This design comes from an exercise in tuning for small area, a short achievable clock period and few clock cycles per item on the open sky130 flow, not from production work.
Only simulation tests tie the RTL to the original design; equivalence was not proved.

==> flow/design.v (excerpt) <==
module lc4_core
(
    input  logic        gwe,
    input  logic        i_arst_n,
    input  logic        i_insn_valid,
    input  logic [15:0] i_insn,
    output logic        o_insn_ready,
    output logic        o_ret_valid,
    input  logic        i_ret_ready,
    output logic [15:0] o_ret_insn,
    output logic        o_ret_we,
    output logic [2:0]  o_ret_wsel,
    output logic [15:0] o_ret_data,
    output logic [2:0]  o_ret_nzp
);
    logic        x_valid;
    logic [15:0] x_insn;
    logic [7:0]  x_rs_hot;
    logic [7:0]  x_rt_hot;
    logic [7:0]  y_rd_hot;
    logic [7:0]  x_rd_hot;
    logic [7:0]  in_rs_hot;
    logic [7:0]  in_rt_hot;
    logic        in_use_a;
    logic        in_use_b;
    logic        h_xi_a;
    logic        h_xi_b;
    logic        h_yi_a;
    logic        h_yi_b;
    logic        h_yx_a;
    logic        h_yx_b;
    logic        x_go;
    logic        byp_a_f;
    logic        byp_b_f;
    logic        stall_f;
    logic        byp_a_h;
    logic        byp_b_h;
    logic        stall_h;
    logic        byp_a;
    logic        byp_b;
    logic        x_we;
    logic        x_mul;
    logic        x_use_a;
    logic        x_use_b;
    logic [15:0] rf_a;
    logic [15:0] rf_b;
    logic [15:0] a;
    logic [15:0] b;
    logic [15:0] x_s;
    logic [15:0] x_c;
    logic [15:0] x_d;
    logic        x_k;
    logic        stall;
    logic        y_free;
    logic        x_fire;
    logic        x_load;
    logic        x_cimm;
    logic        x_csub;
    logic        x_cnot;
    logic [15:0] src_insn;
    logic        y_valid;
    logic [15:0] y_insn;
    logic [15:0] y_s;
    logic [15:8] y_c;
    logic [15:8] y_d;
    logic        y_k;
    logic [15:8] y_t;
    logic [15:8] y_u;
    logic [15:8] y_hi;
    logic        y_fwd;    
    logic        y_mw;     
    logic [15:0] y_sum;
    logic        y_zero;
    assign y_free       = ~y_valid | i_ret_ready;
    assign x_fire       = x_valid & y_free & ~stall;
  ...
Size: roughly 1,900 cells after synthesis, roughly 61 I/O pins, roughly 0.016 sq mm of cells after synthesis.
export LEC_CHECK = 0
export ABC_AREA = 1
export CAP_MARGIN = 20
export CORE_MARGIN = 2
export CORE_UTILIZATION = 40
export GPL_ROUTABILITY_DRIVEN = 0
export PLACE_DENSITY = 0.6
export SETUP_SLACK_MARGIN = 4.0
export SLEW_MARGIN = 20
export TNS_END_PERCENT = 0
create_clock -name core_clock -period 8.2 [get_ports {gwe}]
run.sh (not shown) runs the stock make flow with config.mk's settings and CLKGATE_MAP_FILE= SYNTH_SCRIPT=/design/flow/synth_recipe.tcl, a recipe that flattens the netlist after the stock synthesis.
Testbench counts at the start, summed over its fixed seeds: cycles 16,336, items 16,000.
Rerun with:
- CORE_UTILIZATION: 40 -> 60
- GPL_ROUTABILITY_DRIVEN: 0 -> unset
- PLACE_DENSITY: 0.6 -> 0.75
Area after synthesis is unchanged.
Register-to-register slack is better by 0.06 ns.
Global-route usage climbs by 11 points.
Final cell count drops by 6.8%.
Non-clock buffer count climbs by 13.
Hold slack is worse by 0.014 ns.
Rerun with:
- CORE_UTILIZATION: 60 -> 40
- PLACE_DENSITY: 0.75 -> 0.6
- TNS_END_PERCENT: 0 -> 20
What happened:
- worst hold slack barely changes
- design area rose by a little under a tenth
- fmax rose by a few percent
- global-route usage fell by 11 points
- clock-buffer cell count rose by 4
- register-to-register slack improved by 0.19 ns
- final cell count rose by roughly a tenth
- setup slack improved by 0.15 ns
- wire length rose by a few percent

* * *

Setup of job 101:
Starting RTL as in the previous note.
export LEC_CHECK = 0
export ABC_AREA = 1
export CAP_MARGIN = 10
export CORE_MARGIN = 2
export CORE_UTILIZATION = 40
export PLACE_DENSITY = 0.6
export SETUP_SLACK_MARGIN = 4.0
export SLEW_MARGIN = 10
export TNS_END_PERCENT = 0
create_clock -name core_clock -period 8.2 [get_ports {gwe}]
Testbench counts of job 101, summed over its fixed seeds: cycles 16,336, items 16,000.
diff inputs: job 101 => job 102
--- a/flow/config.mk
+++ b/flow/config.mk
@@ -7,9 +7,9 @@
 export LEC_CHECK = 0
 export ABC_AREA = 1
-export CAP_MARGIN = 10
+export CAP_MARGIN = 20
 export CORE_MARGIN = 2
-export CORE_UTILIZATION = 40
-export PLACE_DENSITY = 0.6
+export CORE_UTILIZATION = 30
+export PLACE_DENSITY = 0.45
 export SETUP_SLACK_MARGIN = 4.0
-export SLEW_MARGIN = 10
+export SLEW_MARGIN = 20
 export TNS_END_PERCENT = 0
==> comparison <==
- On via count, job 101 loses to job 102.
- In job 102 the core utilization turned out 12 points lower than in job 101.
- Relative to job 101, overall routed net length has increased by about 8% in job 102.
- Die area sits higher in job 102 than in job 101.
- Job 102 has less setup slack than job 101.
Setup changes, job 102 to job 103
--- a/flow/config.mk
+++ b/flow/config.mk
@@ -9,6 +9,6 @@
 export CAP_MARGIN = 20
 export CORE_MARGIN = 2
-export CORE_UTILIZATION = 30
-export PLACE_DENSITY = 0.45
+export CORE_UTILIZATION = 40
+export PLACE_DENSITY = 0.6
 export SETUP_SLACK_MARGIN = 4.0
 export SLEW_MARGIN = 20
[summary]
| post-route clock period utilization | job 102 vs job 103 | ≈ equal |. From job 102 to job 103 the numbers moved as follows: largest net degree at the start of global routing increased by 18 relative to the old numbers; multi-input gate share of total cell area higher; worst setup margin went up 12 ps; total track usage now larger; overall via count from detail_route saw an increase. Cell type of the slowest stage on the worst timing path: fa_2 -> job 102, fa_1 -> job 103. Job 102 has a lower routing usage on met2 than job 103.

## separate check: timing with driven ports
No port has a modelled driver above. Below, the same layouts with a new extraction and two added sets of constraints.
Step 1, drivers: a clkbuf_16 drives gwe and a buf_2 each remaining input, both assumed.
Step 2 moves the port delays by t, midway between the first and last clock arrival at a register: inputs arrive t later, outputs are due t later. That takes back most of the time a late clock gives input paths.
a / b / c = ideal / step 1 / step 2; a / b = the first two.
| run | shift t [ns] | setup WS [ns] | worst register clock-pin slew, ns |
|---|---|---|---|
| the first run of note 1 | 0.588 | 3.501 / 3.452 / 3.523 | 0.06 / 0.06 |
| the second run of note 1 | 0.599 | 3.368 / 3.317 / 3.581 | 0.07 / 0.07 |
| the third run of note 1 | 0.605 | 3.523 / 3.472 / 3.772 | 0.07 / 0.07 |
| job 101 | 0.605 | 3.523 / 3.471 / 3.661 | 0.07 / 0.07 |
| job 102 | 0.615 | 3.515 / 3.464 / 3.623 | 0.07 / 0.07 |
| job 103 | 0.602 | 3.527 / 3.476 / 3.661 | 0.07 / 0.07 |
After both steps setup and hold are still met in every run listed.
